Context: an optimization exercise on an open-source flow, tuned for small area and a short achievable clock period. The choices shown serve that exercise and are no tape-out recipe.
In this exercise RTL edits were held to simulation tests only and were not proved equivalent to the original.
Power and IR drop assume default switching activity.

**design/flow/config.mk**
```make
export PLATFORM = sky130hd
export DESIGN_NAME = sump_ctrl_top
export DESIGN_NICKNAME = sump_ctrl_top
export VERILOG_FILES = /design/flow/design.v
export SDC_FILE = /design/flow/constraint.sdc
export NUM_CORES = 4
export LEC_CHECK = 0
export CAP_MARGIN = 20
export CORE_MARGIN = 2
export CORE_UTILIZATION = 40
export SETUP_SLACK_MARGIN = 0.1
export SLEW_MARGIN = 20
```
**design/flow/constraint.sdc**
```tcl
create_clock -name core_clock -period 3.0 [get_ports {clk_i}]
set_input_delay 0.6000 -clock core_clock [delete_from_list [all_inputs] [get_ports {clk_i}]]
set_output_delay 0.6000 -clock core_clock [all_outputs]
set_load 0.01 [all_outputs]
```
**design/flow/design.v**
```verilog
`default_nettype none
package sump_cmd_pkg;
  typedef enum logic [7:0] {
    OPC_SOFT_RESET  = 8'h00,
    OPC_RUN         = 8'h01,
    OPC_ID          = 8'h02,
    OPC_XON         = 8'h11,
    OPC_XOFF        = 8'h13,
    OPC_SET_DIV     = 8'h80,
    OPC_SET_CNT     = 8'h81,   
    OPC_SET_FLAGS   = 8'h82,
    OPC_SET_TRG_MSK = 8'hC0,   
    OPC_SET_TRG_VAL = 8'hC1,
    OPC_SET_TRG_CFG = 8'hC2
  } opcode_e;
  typedef enum logic [3:0] {
    ACT_NONE,
    ACT_SOFT_RESET,
    ACT_RUN,
    ACT_ID,
    ACT_XON,
    ACT_XOFF,
    ACT_SET_MASK,
    ACT_SET_VAL,
    ACT_SET_CFG,
    ACT_SET_DIV,
    ACT_SET_CNT,
    ACT_SET_FLAGS
  } action_e;
  typedef logic [1:0]  stage_t;
  typedef logic [31:0] param_t;   
endpackage
`default_nettype wire
`default_nettype none
package sump_cfg_pkg;
  typedef struct packed {
    logic [31:0] mask;
    logic [31:0] value;
    logic [31:0] cfg;    
  } trig_stage_t;
  typedef struct packed {
    trig_stage_t [4-1:0] trig;
    logic [23:0]                    divider;
    logic [15:0]                    read_cnt;
    logic [15:0]                    delay_cnt;
    logic [31:0]                    flags;
  } sump_cfg_t;
endpackage
`default_nettype wire
`default_nettype none
module sump_cmd_assembler (
  input  logic                 clk_i,
  input  logic                 rst_n_i,
  input  logic                 rx_valid_i,
  input  logic [7:0]           rx_data_i,
  output logic                 cmd_stb_o,
  output logic [7:0]           cmd_opc_o,
  output sump_cmd_pkg::param_t cmd_param_o
);
  logic [2:0] byte_cnt_q;   
  logic [7:0] opc_q;
  sump_cmd_pkg::param_t     param_q;
  logic       stb_q;
  logic       last_byte;
  assign last_byte = rx_valid_i &&
                     (((byte_cnt_q == 3'd0) && !rx_data_i[7]) || (byte_cnt_q == 3'd4));
  always_ff @(posedge clk_i or negedge rst_n_i) begin
    if (!rst_n_i) begin
      byte_cnt_q <= 3'd0;
      stb_q      <= 1'b0;
    end else begin
      stb_q <= last_byte;
      if (rx_valid_i) begin
        if (byte_cnt_q == 3'd0) begin
          byte_cnt_q <= rx_data_i[7] ? 3'd1 : 3'd0;   
        end else if (byte_cnt_q == 3'd4) begin
          byte_cnt_q <= 3'd0;
        end else begin
          byte_cnt_q <= byte_cnt_q + 3'd1;
        end
      end
    end
  end
  always_ff @(posedge clk_i) begin
    if (rx_valid_i) begin
      if (byte_cnt_q == 3'd0) begin
        opc_q <= rx_data_i;
      end else begin
        param_q <= {rx_data_i, param_q[31:8]};   
      end
    end
  end
  assign cmd_stb_o   = stb_q;
  assign cmd_opc_o   = opc_q;
  assign cmd_param_o = param_q;
endmodule
`default_nettype wire
`default_nettype none
module sump_indec (
  input  logic                 cmd_stb_i,
  input  logic [7:0]           cmd_opc_i,
  input  sump_cmd_pkg::param_t cmd_param_i,
  output logic                 dec_stb_o,
  output sump_cmd_pkg::action_e dec_action_o,
  output sump_cmd_pkg::stage_t  dec_stage_o,
  output sump_cmd_pkg::param_t  dec_param_o
);
  sump_cmd_pkg::opcode_e opc_full;
  sump_cmd_pkg::opcode_e opc_stg;   
  assign opc_full = sump_cmd_pkg::opcode_e'(cmd_opc_i);
  assign opc_stg  = sump_cmd_pkg::opcode_e'(cmd_opc_i & 8'hF3);
  assign dec_stb_o   = cmd_stb_i;
  assign dec_stage_o = sump_cmd_pkg::stage_t'(cmd_opc_i[3:2]);
  assign dec_param_o = cmd_param_i;
  always_comb begin
    dec_action_o = sump_cmd_pkg::ACT_NONE;
    if (cmd_opc_i[7:6] == 2'b11) begin
      case (opc_stg)
        sump_cmd_pkg::OPC_SET_TRG_MSK: dec_action_o = sump_cmd_pkg::ACT_SET_MASK;
        sump_cmd_pkg::OPC_SET_TRG_VAL: dec_action_o = sump_cmd_pkg::ACT_SET_VAL;
        sump_cmd_pkg::OPC_SET_TRG_CFG: dec_action_o = sump_cmd_pkg::ACT_SET_CFG;
        default:         dec_action_o = sump_cmd_pkg::ACT_NONE;
      endcase
    end else begin
      case (opc_full)
        sump_cmd_pkg::OPC_SOFT_RESET: dec_action_o = sump_cmd_pkg::ACT_SOFT_RESET;
        sump_cmd_pkg::OPC_RUN:        dec_action_o = sump_cmd_pkg::ACT_RUN;
        sump_cmd_pkg::OPC_ID:         dec_action_o = sump_cmd_pkg::ACT_ID;
        sump_cmd_pkg::OPC_XON:        dec_action_o = sump_cmd_pkg::ACT_XON;
        sump_cmd_pkg::OPC_XOFF:       dec_action_o = sump_cmd_pkg::ACT_XOFF;
        sump_cmd_pkg::OPC_SET_DIV:    dec_action_o = sump_cmd_pkg::ACT_SET_DIV;
        sump_cmd_pkg::OPC_SET_CNT:    dec_action_o = sump_cmd_pkg::ACT_SET_CNT;
        sump_cmd_pkg::OPC_SET_FLAGS:  dec_action_o = sump_cmd_pkg::ACT_SET_FLAGS;
        default:        dec_action_o = sump_cmd_pkg::ACT_NONE;   
      endcase
    end
  end
endmodule
`default_nettype wire
`default_nettype none
module sump_cfg_regs (
  input  logic                   clk_i,
  input  logic                   rst_n_i,
  input  logic                   dec_stb_i,
  input  sump_cmd_pkg::action_e  dec_action_i,
  input  sump_cmd_pkg::stage_t   dec_stage_i,
  input  sump_cmd_pkg::param_t   dec_param_i,
  output logic [471:0]           cfg_o,   
  output logic                   armed_o
);
  logic [4-1:0][31:0] mask_q;
  logic [4-1:0][31:0] value_q;
  logic [4-1:0][31:0] tcfg_q;
  logic [23:0]                   divider_q;
  logic [15:0]                   read_cnt_q;
  logic [15:0]                   delay_cnt_q;
  logic [31:0]                   flags_q;
  logic                          armed_q;
  always_ff @(posedge clk_i or negedge rst_n_i) begin
    if (!rst_n_i) begin
      mask_q      <= '0;
      value_q     <= '0;
      tcfg_q      <= '0;
      divider_q   <= '0;
      read_cnt_q  <= '0;
      delay_cnt_q <= '0;
      flags_q     <= '0;
      armed_q     <= 1'b0;
    end else if (dec_stb_i) begin
      case (dec_action_i)
        sump_cmd_pkg::ACT_SOFT_RESET: begin
          mask_q      <= '0;
          value_q     <= '0;
          tcfg_q      <= '0;
          divider_q   <= '0;
          read_cnt_q  <= '0;
          delay_cnt_q <= '0;
          flags_q     <= '0;
          armed_q     <= 1'b0;
        end
        sump_cmd_pkg::ACT_RUN: begin
          armed_q <= 1'b1;
        end
        sump_cmd_pkg::ACT_SET_MASK: begin
          mask_q[dec_stage_i] <= dec_param_i;
        end
        sump_cmd_pkg::ACT_SET_VAL: begin
          value_q[dec_stage_i] <= dec_param_i;
        end
        sump_cmd_pkg::ACT_SET_CFG: begin
          tcfg_q[dec_stage_i] <= dec_param_i;
        end
        sump_cmd_pkg::ACT_SET_DIV: begin
          divider_q <= dec_param_i[23:0];
        end
        sump_cmd_pkg::ACT_SET_CNT: begin
          read_cnt_q  <= dec_param_i[15:0];
          delay_cnt_q <= dec_param_i[31:16];
        end
        sump_cmd_pkg::ACT_SET_FLAGS: begin
          flags_q <= dec_param_i;
        end
        default: begin
          armed_q <= armed_q;
        end
      endcase
    end
  end
  always_comb begin
    for (int s = 0; s < 4; s++) begin
      cfg_o[(s*96+88)+:96] = {mask_q[s], value_q[s], tcfg_q[s]};
    end
    cfg_o[87:0] = {divider_q, read_cnt_q, delay_cnt_q, flags_q};
  end
  assign armed_o = armed_q;
endmodule
`default_nettype wire
`default_nettype none
module sump_reply_tx (
  input  logic         clk_i,
  input  logic         rst_n_i,
  input  logic                   dec_stb_i,
  input  sump_cmd_pkg::action_e  dec_action_i,
  input  sump_cmd_pkg::stage_t   dec_stage_i,
  input  sump_cmd_pkg::param_t   dec_param_i,
  input  logic         tx_credit_i,
  output logic         tx_valid_o,
  output logic [7:0]   tx_data_o
);
  localparam int unsigned       CRED_W   = $clog2(4 + 1);
  localparam logic [CRED_W-1:0] CRED_MAX = CRED_W'(4);
  logic [1:0]        idx_q;       
  logic              pending_q;
  logic              xoff_q;
  logic [CRED_W-1:0] credit_q;
  logic              send;
  assign send       = pending_q && !xoff_q && (credit_q != '0);
  assign tx_valid_o = send;
  always_comb begin
    case (idx_q)
      2'd0:    tx_data_o = 8'h31;
      2'd1:    tx_data_o = 8'h41;
      2'd2:    tx_data_o = 8'h4C;
      default: tx_data_o = 8'h53;
    endcase
  end
  always_ff @(posedge clk_i or negedge rst_n_i) begin
    if (!rst_n_i) begin
      idx_q     <= 2'd0;
      pending_q <= 1'b0;
      xoff_q    <= 1'b0;
    end else begin
      if (send) begin
        idx_q <= idx_q + 2'd1;   
        if (idx_q == 2'd3) begin
          pending_q <= 1'b0;
        end
      end
      if (dec_stb_i) begin
        case (dec_action_i)
          sump_cmd_pkg::ACT_ID: begin
            if (!pending_q) begin   
              pending_q <= 1'b1;
              idx_q     <= 2'd0;
            end
          end
          sump_cmd_pkg::ACT_XON:  xoff_q <= 1'b0;
          sump_cmd_pkg::ACT_XOFF: xoff_q <= 1'b1;
          sump_cmd_pkg::ACT_SOFT_RESET: begin
            pending_q <= 1'b0;
            idx_q     <= 2'd0;
            xoff_q    <= 1'b0;
          end
          default: xoff_q <= xoff_q;
        endcase
      end
    end
  end
  always_ff @(posedge clk_i or negedge rst_n_i) begin
    if (!rst_n_i) begin
      credit_q <= CRED_MAX;
    end else if (tx_credit_i && !send) begin
      if (credit_q != CRED_MAX) begin
        credit_q <= credit_q + 1'b1;
      end
    end else if (send && !tx_credit_i) begin
      credit_q <= credit_q - 1'b1;
    end
  end
endmodule
`default_nettype wire
`default_nettype none
module sump_ctrl_top (
  input  logic                    clk_i,
  input  logic                    rst_n_i,
  input  logic                    rx_valid_i,
  input  logic [7:0]              rx_data_i,
  output logic [471:0]            cfg_o,     
  output logic                    armed_o,
  input  logic                    tx_credit_i,
  output logic                    tx_valid_o,
  output logic [7:0]              tx_data_o
);
  logic       cmd_stb;
  logic [7:0] cmd_opc;
  sump_cmd_pkg::param_t     cmd_param;
  logic    dec_stb;
  sump_cmd_pkg::action_e dec_action;
  sump_cmd_pkg::stage_t  dec_stage;
  sump_cmd_pkg::param_t  dec_param;
  sump_cmd_assembler asm0 (
    .clk_i       (clk_i),
    .rst_n_i     (rst_n_i),
    .rx_valid_i  (rx_valid_i),
    .rx_data_i   (rx_data_i),
    .cmd_stb_o   (cmd_stb),
    .cmd_opc_o   (cmd_opc),
    .cmd_param_o (cmd_param)
  );
  sump_indec indec0 (
    .cmd_stb_i   (cmd_stb),
    .cmd_opc_i   (cmd_opc),
    .cmd_param_i (cmd_param),
    .dec_stb_o    (dec_stb),
    .dec_action_o (dec_action),
    .dec_stage_o  (dec_stage),
    .dec_param_o  (dec_param)
  );
  sump_cfg_regs regs0 (
    .clk_i   (clk_i),
    .rst_n_i (rst_n_i),
    .dec_stb_i    (dec_stb),
    .dec_action_i (dec_action),
    .dec_stage_i  (dec_stage),
    .dec_param_i  (dec_param),
    .cfg_o   (cfg_o),
    .armed_o (armed_o)
  );
  sump_reply_tx tx0 (
    .clk_i       (clk_i),
    .rst_n_i     (rst_n_i),
    .dec_stb_i    (dec_stb),
    .dec_action_i (dec_action),
    .dec_stage_i  (dec_stage),
    .dec_param_i  (dec_param),
    .tx_credit_i (tx_credit_i),
    .tx_valid_o  (tx_valid_o),
    .tx_data_o   (tx_data_o)
  );
endmodule
`default_nettype wire
```
**design/flow/run.sh**
```bash
#!/bin/bash
# synth_recipe.tcl (not shown) runs the flow's synth.tcl, then flattens the netlist and writes it again
# the make line also repeats each setting of config.mk as NAME=value (left out here)
make -C /OpenROAD-flow-scripts/flow DESIGN_CONFIG=/design/flow/config.mk WORK_HOME=/design/flow/orfs CLKGATE_MAP_FILE= SYNTH_SCRIPT=/design/flow/synth_recipe.tcl finish
```
==> impl_metrics.json <==
{
  "grt_pass1_wl_mm": 136,
  "worst-r2r-setup-slack_ns": 0.18,
  "area_growth_pct": 33.2,
  "wl_met3_mm": 8.11,
  "vias": 20600,
  "cp-start-kind": "flip-flop",
  "max_freq_mhz": 355,
  "numPortBuffers": 492,
  "cts_tree": "built",
  "final_hold_viol_count": 0,
  "coreArea_um2": 57600,
  "postPlaceCellArea_um2": 28900,
  "drive_gt1_share_pct": 6.98,
  "nets": 2798,
  "io_pins": 494,
  "critPathMaxFanout": 154,
  "ys_seq_area_share_pct": 57.2,
  "fin_area_um2": 31000,
  "drt-wirelength-per-cell_um": 25.8,
  "cts_max_level": 2,
  "grt_pass1_vias": 20100,
  "endpoint_kind": "flip-flop",
  "cp_slowest_cell": "a2111o_1",
  "antenna_cells": 0,
  "numClockSinks": 524,
  "final_core_util_pct": 53.8,
  "top_layer": "met4",
  "start_util_pct": 40.4,
  "crit_type": "reg -> reg",
  "antenna_found_initial": 3,
  "rsz0062_at_grt": "true",
  "tightest_slew_ns": 1.21,
  "routed_wl_mm": 92.7,
  "fin_worst_skew_ns": 0.0208,
  "status": "no timing/DRC/antenna violations",
  "die_x_um": 245,
  "tns_ns": 0,
  "min_path_type": "reg -> reg",
  "rows": 88,
  "cp.arrival_ns": 3.34,
  "ys.flop_type": "dfrtp_1",
  "grt-ovfl-total": 0,
  "dieHeight_um": 245,
  "syn-mean-instance-area_um2": 9.72,
  "yosys-top-cells-count": "dfrtp_1 (483), nand2_1 (394), o22ai_1 (324)",
  "required_ns": 3.52,
  "maxCapViolations": 0,
  "slowest_delay_ns": 0.51,
  "ys_ff_latch": 524,
  "clkLatencyLatePin_ns": 0.62,
  "globalplace.congestion": 0.871,
  "path_clk_slew_ns": 0.06,
  "fin_crit_sh_pct": 94.0,
  "drt_iter0_drc": 2038,
  "synthTopCellsByArea": "dfrtp_1 (52%), o22ai_1 (8.7%), nand2_1 (6.4%)",
  "grt_start_max_net_pins": 155,
  "hpwlAfterDp_mm": 57.9,
  "slew_violations": 0,
  "ys_async_sr_fraction_pct": 92.4,
  "ant_nets": 0,
  "finalCriticalPeriod_ns": 2.82,
  "grt_usage_pct": 30.1,
  "synth_edf_count": 40,
  "cts_buffers": 57,
  "die_area_um2": 60100,
  "fin_ws_ns": 0.180,
  "p_per_area_nw_per_um2": 606,
  "vdd.ir_drop.worst_mv": 0.439,
  "met1_length_mm": 38.8,
  "cts-root-buf": "clkbuf_16",
  "yosys.area.top_type": "dfrtp_1",
  "dp_slack_ns": 0.267,
  "fillCellCount": 5037,
  "synth_warnings": 4,
  "syn_area_um2": 23300,
  "p_leak_nw": 12.5,
  "wl_met2_mm": 42.1,
  "slew_headroom_pct": 19.5,
  "synth_nets": 2418,
  "p_total_mw": 18.8,
  "netlist.area_leader.share_pct": 52.0,
  "synth_most_common_cell": "dfrtp_1",
  "ys_types": 58,
  "crit_chain": "inv_1, ha_2, nand3b_1, a2111o_1, nand2_1, nor3_4, clkbuf_16, o22ai_1",
  "via_per_inst": 5.75,
  "drc": 0,
  "finalSetupViolCount": 0,
  "drt_pre_antenna_iters": 5,
  "postSynthCellCount": 2393,
  "ctsLongestPathBuffers": 3
}
-- path summary, 6_finish.rpt --
| check | from | end | cells past startpoint |
|---|---|---|---|
| max | asm0.opc_q[3]$_DFFE_PP_ | regs0.tcfg_q[13]$_DFFE_PN0P_ | 8 |
| min | regs0.divider_q[13]$_DFFE_PN0P_ | regs0.divider_q[13]$_DFFE_PN0P_ | 1 |
| max reg2reg | asm0.opc_q[3]$_DFFE_PP_ | regs0.tcfg_q[13]$_DFFE_PN0P_ | 8 |
| min reg2reg | regs0.divider_q[13]$_DFFE_PN0P_ | regs0.divider_q[13]$_DFFE_PN0P_ | 1 |
| max in group asynchronous | rst_n_i | regs0.divider_q[15]$_DFFE_PN0P_ | 3 |
| min in group asynchronous | rst_n_i | regs0.tcfg_q[118]$_DFFE_PN0P_ | 2 |
-- cells in the final DEF (no fill, tap or decap), drive strengths merged, types with 3 or more instances in the layout --
| cell type | n |
|---|---|
| a22o | 24 |
| mux2i | 3 |
| a2bb2oi | 64 |
| nor3 | 8 |
| a21oi | 266 |
| nand3 | 4 |
| nor2b | 68 |
| a32oi | 64 |
| clkinv | 10 |
| and2 | 65 |
| o21ai | 131 |
| o22ai | 324 |
| clkbuf | 95 |
| bufinv | 3 |
| clkdlybuf4s50 | 491 |
| nor2 | 13 |
| buf | 70 |
| ha | 12 |
| edfxtp | 40 |
| inv | 146 |
| nand2 | 394 |
| dfrtp | 483 |
| or2 | 3 |
-- where the power goes --
| group | internal, mW | total [mW] | switching [mW] |
|---|---|---|---|
| combinational | 1.25 | 2.91 | 1.66 |
| sequential | 7.59 | 8.51 | 0.923 |
| clock | 4.36 | 7.34 | 2.98 |
-- cell families after synthesis --
logic type               after synthesis  share of synthesized area, %
AO/OA/AOI/OAI                        887                          23.5
flip-flops                           524                          57.2
adder cells (fa/ha/maj)               13                         0.732
AND/OR/NAND/NOR                      574                          11.2
XOR/XNOR                               1                        0.0377
buffers and inverters                388                          7.00
other                                  1                        0.0161
multiplexers                           5                         0.226
-- metal layers --
layer	vias up	global-route usage, %
met3	163	7.30
met5	-	0
met2	915	45.9
met1	10400	41.3
met4	0	11.5
li1	9196	-
-- stage by stage --
| step | instances | hold WS [ns] |
|---|---|---|
| floorplan | 2393 | 0.304 |
| detailed placement | 3475 | 0.481 |
| global route | 3587 | 0.523 |
| finish | 3587 | 0.498 |
| CTS | 3584 | 0.503 |
| global placement | 3472 | 0.483 |
-- worst max-delay path, delay by kind of cell (launching register included) --
family | cells | cell delay, ns
adders and majority gates | 1 | 0.28
and+or+nand+nor | 3 | 0.49
buffers and inverters | 2 | 0.48
DFF | 1 | 0.46
AOI/OAI and AO/OA | 2 | 0.83
-- sequential cells by signal, summed over array words and instances, names as in the netlist, 2 cells and up --
register           flops
tx0.credit_q           3
tx0.idx_q              2
asm0.opc_q             8
asm0.param_q          32
regs0.tcfg_q         128
asm0.byte_cnt_q        3
regs0.delay_cnt_q     16
regs0.value_q        128
regs0.divider_q       24
regs0.read_cnt_q      16
regs0.flags_q         32
regs0.mask_q         128
-- what timing repair did --
item | CTS | global route
setup buffers | 0 | 3
resized for setup | 0 | 8
hold endpoints to repair | 7 | 0
setup endpoints to repair | 0 | 136
hold buffers | 1 | 0
-- cell type report --
class,count,area (µm²),share of cell area (%)
clock buffer,93,1810,5.83
clock inverter,15,156,0.505
timing repair buffer,564,5760,18.6
multi-input combinational,1481,8440,27.3
inverter,145,544,1.76
sequential,524,13300,43.0
tap,765,957,3.09

port drivers added, routing unchanged:
Ports are ideal in the flow. The routed layout listed here was re-timed in OpenROAD. Step 1 assumes that a clkbuf_16 drives the clock port and a buf_2 every other input. Step 2 also shifts input and output timing later by t, the mid clock arrival at the registers, as if the neighbouring blocks saw the same clock. Three values: no drivers, after step 1, after step 2; two values: the first two.
t (ns): 0.671
setup WS [ns]: 0.180 / 0.143 / 0.180
worst setup path at the end: register to register
worst register clock-pin slew, ns: 0.06 / 0.06
worst slew at a driven data input, ns: 0.06
After both steps this run still meets setup and hold. For this run, drivers alone change the setup slack by -0.037 ns; drivers and shift together by 0.000 ns.
